What follows belongs to an exercise in optimizing a design on an open flow for small area; a production flow would make more cautious choices. Only simulation tests tie the RTL to the original design; equivalence was not proved. Power is estimated from default activity; no workload was simulated.

==> module regfile_responder, before the edit <==
module regfile_responder #(
    parameter int DATA_W = 32,
    parameter int ADDR_W = 5
) (
    input  logic              clk,
    input  logic              reset,
    input  logic [ADDR_W-1:0] ReadAddr1,
    input  logic [ADDR_W-1:0] ReadAddr2,
    input  logic [ADDR_W-1:0] WriteAddr,
    input  logic [DATA_W-1:0] WriteData,
    input  logic              RegWrite,
    input  logic              ClearReq,
    output logic [DATA_W-1:0] ReadData1,
    output logic [DATA_W-1:0] ReadData2,
    output logic              ClearBusy,
    output logic              ClearDone,
    output logic              WriteDropped
);
    localparam int NUM_REGS = 2 ** ADDR_W;
    logic              busy;           
    logic [ADDR_W-1:0] ptr;            
    logic [NUM_REGS-1:1] valid;
    logic [DATA_W-1:0] regs [1:NUM_REGS-1];
    logic host_write, wr_en;
    assign host_write = RegWrite && (WriteAddr != '0);
    assign wr_en      = host_write && !busy;
    assign ClearBusy  = busy;
    logic [3:0] wlo, plo, r1lo, r2lo;
    logic [7:0] whi, phi, r1hi, r2hi;
    for (genvar j = 0; j < 4; j++) begin : g_lo
        assign wlo[j]  = WriteAddr[1:0] == 2'(j);
        assign plo[j]  = ptr[1:0] == 2'(j);
        assign r1lo[j] = ReadAddr1[1:0] == 2'(j);
        assign r2lo[j] = ReadAddr2[1:0] == 2'(j);
    end
    for (genvar k = 0; k < 8; k++) begin : g_hi
        assign whi[k]  = RegWrite && !busy && (WriteAddr[4:2] == 3'(k));
        assign phi[k]  = busy && (ptr[4:2] == 3'(k));
        assign r1hi[k] = ReadAddr1[4:2] == 3'(k);
        assign r2hi[k] = ReadAddr2[4:2] == 3'(k);
    end
    always_ff @(posedge clk or negedge reset) begin
        if (!reset) begin
            busy         <= 1'b0;
            ClearDone    <= 1'b0;
            WriteDropped <= 1'b0;
        end else begin
            ClearDone    <= busy && (ptr == '1);
            WriteDropped <= busy && host_write;
            if (busy) begin
                if (ptr == '1) busy <= 1'b0;
            end else if (ClearReq) begin
                busy <= 1'b1;
            end
        end
    end
    always_ff @(posedge clk) begin
        if (busy) ptr <= ptr + ADDR_W'(1);
        else      ptr <= ADDR_W'(1);
    end
    logic [NUM_REGS-1:1] nwe, we_d, nclr, nkeep, valid_d;
    for (genvar r = 1; r < NUM_REGS; r++) begin : g_we
        regfile_nand2 u_nwe   (.a(wlo[r % 4]), .b(whi[r / 4]), .y(nwe[r]));
        regfile_inv   u_we    (.a(nwe[r]), .y(we_d[r]));
        regfile_nand2 u_nclr  (.a(plo[r % 4]), .b(phi[r / 4]), .y(nclr[r]));
        regfile_nand2 u_nkeep (.a(valid[r]), .b(nclr[r]), .y(nkeep[r]));
        regfile_nand2 u_vnext (.a(nwe[r]), .b(nkeep[r]), .y(valid_d[r]));
    end
    always_ff @(posedge clk or negedge reset) begin
        if (!reset) valid <= '0;
        else        valid <= valid_d;
    end
    for (genvar r = 1; r < NUM_REGS; r++) begin : g_row
        logic [DATA_W-1:0] d;
        for (genvar b = 0; b < DATA_W; b++) begin : g_bit
            regfile_ao22 u_hold (.a(we_d[r]), .b(WriteData[b]), .c(nwe[r]), .d(regs[r][b]), .y(d[b]));
        end
        always_ff @(posedge clk) regs[r] <= d;
    end
    logic byp1, byp2;
    logic [NUM_REGS-1:0] sel1, sel2;
    logic [DATA_W-1:0]   words [0:NUM_REGS-1];
    assign byp1 = wr_en && (WriteAddr == ReadAddr1);
    assign byp2 = wr_en && (WriteAddr == ReadAddr2);
    logic [NUM_REGS-1:1] nsel1, nsel2;
    always_comb begin
        sel1[0]  = byp1;
        sel2[0]  = byp2;
        words[0] = WriteData;
        for (int r = 1; r < NUM_REGS; r++) begin
            words[r] = regs[r];
        end
    end
    for (genvar r = 1; r < NUM_REGS; r++) begin : g_sel
        regfile_nand4 u_nsel1 (.a({r1lo[r % 4], r1hi[r / 4], valid[r], nwe[r]}), .y(nsel1[r]));
        regfile_nand4 u_nsel2 (.a({r2lo[r % 4], r2hi[r / 4], valid[r], nwe[r]}), .y(nsel2[r]));
        regfile_inv   u_sel1  (.a(nsel1[r]), .y(sel1[r]));
        regfile_inv   u_sel2  (.a(nsel2[r]), .y(sel2[r]));
    end
    for (genvar b = 0; b < DATA_W; b++) begin : g_bit
        logic [NUM_REGS-1:0] col;
        for (genvar r = 0; r < NUM_REGS; r++) begin : g_col
            assign col[r] = words[r][b];
        end
        regfile_andor32 u_rd1 (.sel(sel1), .d(col), .y(ReadData1[b]));
        regfile_andor32 u_rd2 (.sel(sel2), .d(col), .y(ReadData2[b]));
    end
endmodule
Settings: LEC_CHECK=0, CAP_MARGIN=0, CORE_MARGIN=2, CORE_UTILIZATION=35, PLACE_DENSITY=0.5, SLEW_MARGIN=0, SYNTH_HIERARCHICAL=1; clock period 7.5 ns.
standard.sh (not shown) runs the stock make flow with config.mk's settings and CLKGATE_MAP_FILE= SYNTH_SCRIPT=/design/flow/synth_recipe.tcl, a recipe that flattens the netlist after the stock synthesis.
==> flow/flow/run.sh <==
#!/bin/bash
set -euo pipefail
bash standard.sh \
  "CTS_ARGS=-sink_clustering_enable -repair_clock_nets -dont_use_dummy_load -buf_list sky130_fd_sc_hd__clkbuf_16 -sink_clustering_size 25 -sink_clustering_max_diameter 80" \
  "BUFFER_PORTS_ARGS=-buffer_cell sky130_fd_sc_hd__buf_1" \
  finish > standard.log 2>&1
Next try:
--- a/flow/design.v
+++ b/flow/design.v
@@ -20,26 +20,19 @@
     logic              busy;           
     logic [ADDR_W-1:0] ptr;            
     logic [NUM_REGS-1:1] valid;
     logic [DATA_W-1:0] regs [1:NUM_REGS-1];
     logic host_write, wr_en;
+    logic [NUM_REGS-1:1] we, clr;
     assign host_write = RegWrite && (WriteAddr != '0);
     assign wr_en      = host_write && !busy;
     assign ClearBusy  = busy;
-    logic [3:0] wlo, plo, r1lo, r2lo;
-    logic [7:0] whi, phi, r1hi, r2hi;
-    for (genvar j = 0; j < 4; j++) begin : g_lo
-        assign wlo[j]  = WriteAddr[1:0] == 2'(j);
-        assign plo[j]  = ptr[1:0] == 2'(j);
-        assign r1lo[j] = ReadAddr1[1:0] == 2'(j);
-        assign r2lo[j] = ReadAddr2[1:0] == 2'(j);
-    end
-    for (genvar k = 0; k < 8; k++) begin : g_hi
-        assign whi[k]  = RegWrite && !busy && (WriteAddr[4:2] == 3'(k));
-        assign phi[k]  = busy && (ptr[4:2] == 3'(k));
-        assign r1hi[k] = ReadAddr1[4:2] == 3'(k);
-        assign r2hi[k] = ReadAddr2[4:2] == 3'(k);
+    always_comb begin
+        for (int r = 1; r < NUM_REGS; r++) begin
+            we[r]  = wr_en && (WriteAddr == ADDR_W'(r));
+            clr[r] = busy && (ptr == ADDR_W'(r));
+        end
     end
     always_ff @(posedge clk or negedge reset) begin
         if (!reset) begin
             busy         <= 1'b0;
             ClearDone    <= 1'b0;
@@ -56,21 +49,24 @@
     end
     always_ff @(posedge clk) begin
         if (busy) ptr <= ptr + ADDR_W'(1);
         else      ptr <= ADDR_W'(1);
     end
-    logic [NUM_REGS-1:1] nwe, we_d, nclr, nkeep, valid_d;
+    always_ff @(posedge clk or negedge reset) begin
+        if (!reset) begin
+            valid <= '0;
+        end else begin
+            for (int r = 1; r < NUM_REGS; r++) begin
+                if (we[r])       valid[r] <= 1'b1;
+                else if (clr[r]) valid[r] <= 1'b0;
+            end
+        end
+    end
+    logic [NUM_REGS-1:1] nwe, we_d;
     for (genvar r = 1; r < NUM_REGS; r++) begin : g_we
-        regfile_nand2 u_nwe   (.a(wlo[r % 4]), .b(whi[r / 4]), .y(nwe[r]));
-        regfile_inv   u_we    (.a(nwe[r]), .y(we_d[r]));
-        regfile_nand2 u_nclr  (.a(plo[r % 4]), .b(phi[r / 4]), .y(nclr[r]));
-        regfile_nand2 u_nkeep (.a(valid[r]), .b(nclr[r]), .y(nkeep[r]));
-        regfile_nand2 u_vnext (.a(nwe[r]), .b(nkeep[r]), .y(valid_d[r]));
-    end
-    always_ff @(posedge clk or negedge reset) begin
-        if (!reset) valid <= '0;
-        else        valid <= valid_d;
+        regfile_inv u_nwe (.a(we[r]), .y(nwe[r]));
+        regfile_inv u_we  (.a(nwe[r]), .y(we_d[r]));
     end
     for (genvar r = 1; r < NUM_REGS; r++) begin : g_row
         logic [DATA_W-1:0] d;
         for (genvar b = 0; b < DATA_W; b++) begin : g_bit
             regfile_ao22 u_hold (.a(we_d[r]), .b(WriteData[b]), .c(nwe[r]), .d(regs[r][b]), .y(d[b]));
@@ -80,22 +76,25 @@
     logic byp1, byp2;
     logic [NUM_REGS-1:0] sel1, sel2;
     logic [DATA_W-1:0]   words [0:NUM_REGS-1];
     assign byp1 = wr_en && (WriteAddr == ReadAddr1);
     assign byp2 = wr_en && (WriteAddr == ReadAddr2);
-    logic [NUM_REGS-1:1] nsel1, nsel2;
+    logic [NUM_REGS-1:1] vsel, dec1, dec2, nsel1, nsel2;
     always_comb begin
         sel1[0]  = byp1;
         sel2[0]  = byp2;
         words[0] = WriteData;
         for (int r = 1; r < NUM_REGS; r++) begin
+            vsel[r]  = valid[r] && !we[r];
+            dec1[r]  = ReadAddr1 == ADDR_W'(r);
+            dec2[r]  = ReadAddr2 == ADDR_W'(r);
             words[r] = regs[r];
         end
     end
     for (genvar r = 1; r < NUM_REGS; r++) begin : g_sel
-        regfile_nand4 u_nsel1 (.a({r1lo[r % 4], r1hi[r / 4], valid[r], nwe[r]}), .y(nsel1[r]));
-        regfile_nand4 u_nsel2 (.a({r2lo[r % 4], r2hi[r / 4], valid[r], nwe[r]}), .y(nsel2[r]));
+        regfile_nand2 u_nsel1 (.a(dec1[r]), .b(vsel[r]), .y(nsel1[r]));
+        regfile_nand2 u_nsel2 (.a(dec2[r]), .b(vsel[r]), .y(nsel2[r]));
         regfile_inv   u_sel1  (.a(nsel1[r]), .y(sel1[r]));
         regfile_inv   u_sel2  (.a(nsel2[r]), .y(sel2[r]));
     end
     for (genvar b = 0; b < DATA_W; b++) begin : g_bit
         logic [NUM_REGS-1:0] col;
Effect: Critical path depth does not change; cell count increases by 2.9%; design area increases by 1.6%; hold slack gets better by 0.0032 ns; count of clock-buffer cells in the layout increases by 2; global-route usage increases by 0.22 points.

---

Setup of main:
regfile_responder, a different RTL version from the one above (not shown whole).
Size: ~3400 cells after synthesis, roughly 1000 flip-flops, ~40000 um^2 of cells after synthesis.
==> module regfile_responder, before the edit <==
module regfile_responder #(
    parameter int DATA_W = 32,
    parameter int ADDR_W = 5
) (
    input  logic              clk,
    input  logic              reset,
    input  logic [ADDR_W-1:0] ReadAddr1,
    input  logic [ADDR_W-1:0] ReadAddr2,
    input  logic [ADDR_W-1:0] WriteAddr,
    input  logic [DATA_W-1:0] WriteData,
    input  logic              RegWrite,
    input  logic              ClearReq,
    output logic [DATA_W-1:0] ReadData1,
    output logic [DATA_W-1:0] ReadData2,
    output logic              ClearBusy,
    output logic              ClearDone,
    output logic              WriteDropped
);
    localparam int NUM_REGS = 2 ** ADDR_W;
    logic              busy;           
    logic [ADDR_W-1:0] ptr;            
    logic [NUM_REGS-1:1] valid;
    logic [DATA_W-1:0] regs [1:NUM_REGS-1];
    logic host_write, wr_en;
    logic [NUM_REGS-1:1] we, clr;
    assign host_write = RegWrite && (WriteAddr != '0);
    assign wr_en      = host_write && !busy;
    assign ClearBusy  = busy;
    always_comb begin
        for (int r = 1; r < NUM_REGS; r++) begin
            we[r]  = wr_en && (WriteAddr == ADDR_W'(r));
            clr[r] = busy && (ptr == ADDR_W'(r));
        end
    end
    always_ff @(posedge clk or negedge reset) begin
        if (!reset) begin
            busy         <= 1'b0;
            ClearDone    <= 1'b0;
            WriteDropped <= 1'b0;
        end else begin
            ClearDone    <= busy && (ptr == '1);
            WriteDropped <= busy && host_write;
            if (busy) begin
                if (ptr == '1) busy <= 1'b0;
            end else if (ClearReq) begin
                busy <= 1'b1;
            end
        end
    end
    always_ff @(posedge clk) begin
        if (busy) ptr <= ptr + ADDR_W'(1);
        else      ptr <= ADDR_W'(1);
    end
    always_ff @(posedge clk or negedge reset) begin
        if (!reset) begin
            valid <= '0;
        end else begin
            for (int r = 1; r < NUM_REGS; r++) begin
                if (we[r])       valid[r] <= 1'b1;
                else if (clr[r]) valid[r] <= 1'b0;
            end
        end
    end
    logic [NUM_REGS-1:1] nwe;
    assign nwe = ~we;
    for (genvar r = 1; r < NUM_REGS; r++) begin : g_row
        logic [DATA_W-1:0] d;
        for (genvar b = 0; b < DATA_W; b++) begin : g_bit
            regfile_ao22 u_hold (.a(we[r]), .b(WriteData[b]), .c(nwe[r]), .d(regs[r][b]), .y(d[b]));
        end
        always_ff @(posedge clk) regs[r] <= d;
    end
    logic byp1, byp2;
    logic [NUM_REGS-1:0] sel1, sel2;
    logic [DATA_W-1:0]   words [0:NUM_REGS-1];
    assign byp1 = wr_en && (WriteAddr == ReadAddr1);
    assign byp2 = wr_en && (WriteAddr == ReadAddr2);
    logic [NUM_REGS-1:1] nvsel, ndec1, ndec2;
    always_comb begin
        sel1[0]  = byp1;
        sel2[0]  = byp2;
        words[0] = WriteData;
        for (int r = 1; r < NUM_REGS; r++) begin
            nvsel[r] = !valid[r] || we[r];
            ndec1[r] = ReadAddr1 != ADDR_W'(r);
            ndec2[r] = ReadAddr2 != ADDR_W'(r);
            words[r] = regs[r];
        end
    end
    for (genvar r = 1; r < NUM_REGS; r++) begin : g_sel
        regfile_nor2 u_sel1 (.a(ndec1[r]), .b(nvsel[r]), .y(sel1[r]));
        regfile_nor2 u_sel2 (.a(ndec2[r]), .b(nvsel[r]), .y(sel2[r]));
    end
    for (genvar b = 0; b < DATA_W; b++) begin : g_bit
        logic [NUM_REGS-1:0] col;
        for (genvar r = 0; r < NUM_REGS; r++) begin : g_col
            assign col[r] = words[r][b];
        end
        regfile_andor32 u_rd1 (.sel(sel1), .d(col), .y(ReadData1[b]));
        regfile_andor32 u_rd2 (.sel(sel2), .d(col), .y(ReadData2[b]));
    end
endmodule
==> module regfile_andor32, before the edit <==
module regfile_andor32 (
    input  logic [31:0] sel,
    input  logic [31:0] d,
    output logic        y
);
    logic [9:0] n;
    logic [2:0] p;
    for (genvar k = 0; k < 10; k++) begin : g_aoi
        regfile_aoi222 u_aoi (.a(sel[3*k +: 3]), .b(d[3*k +: 3]), .y(n[k]));
    end
    regfile_nand4 u_nand0 (.a(n[3:0]), .y(p[0]));
    regfile_nand4 u_nand1 (.a(n[7:4]), .y(p[1]));
    regfile_last  u_last  (.n(n[9:8]), .a(sel[31:30]), .b(d[31:30]), .y(p[2]));
    assign y = |p;
endmodule
==> module regfile_last, before the edit <==
module regfile_last (
    input  logic [1:0] n,
    input  logic [1:0] a,
    input  logic [1:0] b,
    output logic       y
);
    assign y = ~(&n & ~|(a & b));
endmodule
==> module regfile_ao22, before the edit <==
module regfile_ao22 (
    input  logic a,
    input  logic b,
    input  logic c,
    input  logic d,
    output logic y
);
    assign y = (a & b) | (c & d);
endmodule
==> module regfile_nand4, before the edit <==
module regfile_nand4 (
    input  logic [3:0] a,
    output logic       y
);
    assign y = ~&a;
endmodule
==> module regfile_nor2, before the edit <==
module regfile_nor2 (
    input  logic a,
    input  logic b,
    output logic y
);
    assign y = ~(a | b);
endmodule
clock: 7.5 ns
lec_check: 0
cap_margin: 0
core_margin: 2
core_utilization: 35
place_density: 0.5
slew_margin: 0
synth_hierarchical: 1
Scripts as last shown in full above: flow/flow/run.sh
Relative to main, the following input files were edited for the feature branch:
--- a/flow/design.v
+++ b/flow/design.v
@@ -59,39 +59,31 @@
                 if (we[r])       valid[r] <= 1'b1;
                 else if (clr[r]) valid[r] <= 1'b0;
             end
         end
     end
-    logic [NUM_REGS-1:1] nwe;
-    assign nwe = ~we;
-    for (genvar r = 1; r < NUM_REGS; r++) begin : g_row
-        logic [DATA_W-1:0] d;
-        for (genvar b = 0; b < DATA_W; b++) begin : g_bit
-            regfile_ao22 u_hold (.a(we[r]), .b(WriteData[b]), .c(nwe[r]), .d(regs[r][b]), .y(d[b]));
+    always_ff @(posedge clk) begin
+        for (int r = 1; r < NUM_REGS; r++) begin
+            if (we[r]) regs[r] <= WriteData;
         end
-        always_ff @(posedge clk) regs[r] <= d;
     end
     logic byp1, byp2;
+    logic [NUM_REGS-1:1] vsel;
     logic [NUM_REGS-1:0] sel1, sel2;
     logic [DATA_W-1:0]   words [0:NUM_REGS-1];
     assign byp1 = wr_en && (WriteAddr == ReadAddr1);
     assign byp2 = wr_en && (WriteAddr == ReadAddr2);
-    logic [NUM_REGS-1:1] nvsel, ndec1, ndec2;
     always_comb begin
         sel1[0]  = byp1;
         sel2[0]  = byp2;
         words[0] = WriteData;
         for (int r = 1; r < NUM_REGS; r++) begin
-            nvsel[r] = !valid[r] || we[r];
-            ndec1[r] = ReadAddr1 != ADDR_W'(r);
-            ndec2[r] = ReadAddr2 != ADDR_W'(r);
+            vsel[r]  = valid[r] && !we[r];
+            sel1[r]  = (ReadAddr1 == ADDR_W'(r)) && vsel[r];
+            sel2[r]  = (ReadAddr2 == ADDR_W'(r)) && vsel[r];
             words[r] = regs[r];
         end
-    end
-    for (genvar r = 1; r < NUM_REGS; r++) begin : g_sel
-        regfile_nor2 u_sel1 (.a(ndec1[r]), .b(nvsel[r]), .y(sel1[r]));
-        regfile_nor2 u_sel2 (.a(ndec2[r]), .b(nvsel[r]), .y(sel2[r]));
     end
     for (genvar b = 0; b < DATA_W; b++) begin : g_bit
         logic [NUM_REGS-1:0] col;
         for (genvar r = 0; r < NUM_REGS; r++) begin : g_col
             assign col[r] = words[r][b];
@@ -103,52 +95,26 @@
 module regfile_andor32 (
     input  logic [31:0] sel,
     input  logic [31:0] d,
     output logic        y
 );
-    logic [9:0] n;
-    logic [2:0] p;
+    logic [10:0] n;
     for (genvar k = 0; k < 10; k++) begin : g_aoi
         regfile_aoi222 u_aoi (.a(sel[3*k +: 3]), .b(d[3*k +: 3]), .y(n[k]));
     end
-    regfile_nand4 u_nand0 (.a(n[3:0]), .y(p[0]));
-    regfile_nand4 u_nand1 (.a(n[7:4]), .y(p[1]));
-    regfile_last  u_last  (.n(n[9:8]), .a(sel[31:30]), .b(d[31:30]), .y(p[2]));
-    assign y = |p;
+    regfile_aoi22 u_aoi_last (.a(sel[31:30]), .b(d[31:30]), .y(n[10]));
+    assign y = ~&n;
 endmodule
 module regfile_aoi222 (
     input  logic [2:0] a,
     input  logic [2:0] b,
     output logic       y
 );
     assign y = ~|(a & b);
 endmodule
-module regfile_last (
-    input  logic [1:0] n,
+module regfile_aoi22 (
     input  logic [1:0] a,
     input  logic [1:0] b,
     output logic       y
 );
-    assign y = ~(&n & ~|(a & b));
+    assign y = ~|(a & b);
 endmodule
-module regfile_ao22 (
-    input  logic a,
-    input  logic b,
-    input  logic c,
-    input  logic d,
-    output logic y
-);
-    assign y = (a & b) | (c & d);
-endmodule
-module regfile_nand4 (
-    input  logic [3:0] a,
-    output logic       y
-);
-    assign y = ~&a;
-endmodule
-module regfile_nor2 (
-    input  logic a,
-    input  logic b,
-    output logic y
-);
-    assign y = ~(a | b);
-endmodule
==> notes.md <==
[compare] base=main new=the feature branch: die area moved up; starting density of the core level; power density over the cells moved down; CTS clock-pin slew for the worst setup and hold paths moved down; non-clock buffer count moved down.
Row maximum fanout count along the critical path: the feature branch higher / main lower
Looking at first-iteration DRC count across both flows, the feature branch is the stronger of the two, with main trailing.
Against main, the feature branch comes in 1.0 points higher on sequential group share of total power.
In the reports for main and the feature branch, the larger core utilization belongs to main.
The feature branch against main: multi-input gate share of total cell area -19 points, half-perimeter wire length after detailed placement went down about 25%, number of detailed-route iterations in the first pass fell 1.

-- afterwards: timing with drivers on the ports --
The results above use ideal ports. As a check the final layouts listed here were re-extracted and re-timed, cells and wires unchanged.
Step 1: set_driving_cell puts a clkbuf_16 on clk and a buf_2 on each other input, an assumption about the parent block.
Step 2 also shifts input and output timing later by t, the mid clock arrival at the registers, as if the neighbouring blocks saw the same clock.
a / b / c = no drivers / after step 1 / after step 2; a / b = the first two.
run	shift t [ns]	slack for setup (ns)	worst slew at a driven data input, ns
the first run of note 1	0.742	0.522 / 0.488 / 0.488	0.16
the second run of note 1	0.759	0.475 / 0.318 / 0.318	0.18
main	0.758	0.992 / 0.960 / 0.960	0.07
the feature branch	0.734	0.760 / 0.733 / 0.733	0.04
After both steps every run listed still meets setup and hold. The setup slack of the second run of note 1, which loses most, moves by -0.157 ns with the drivers and by -0.157 ns with both steps.
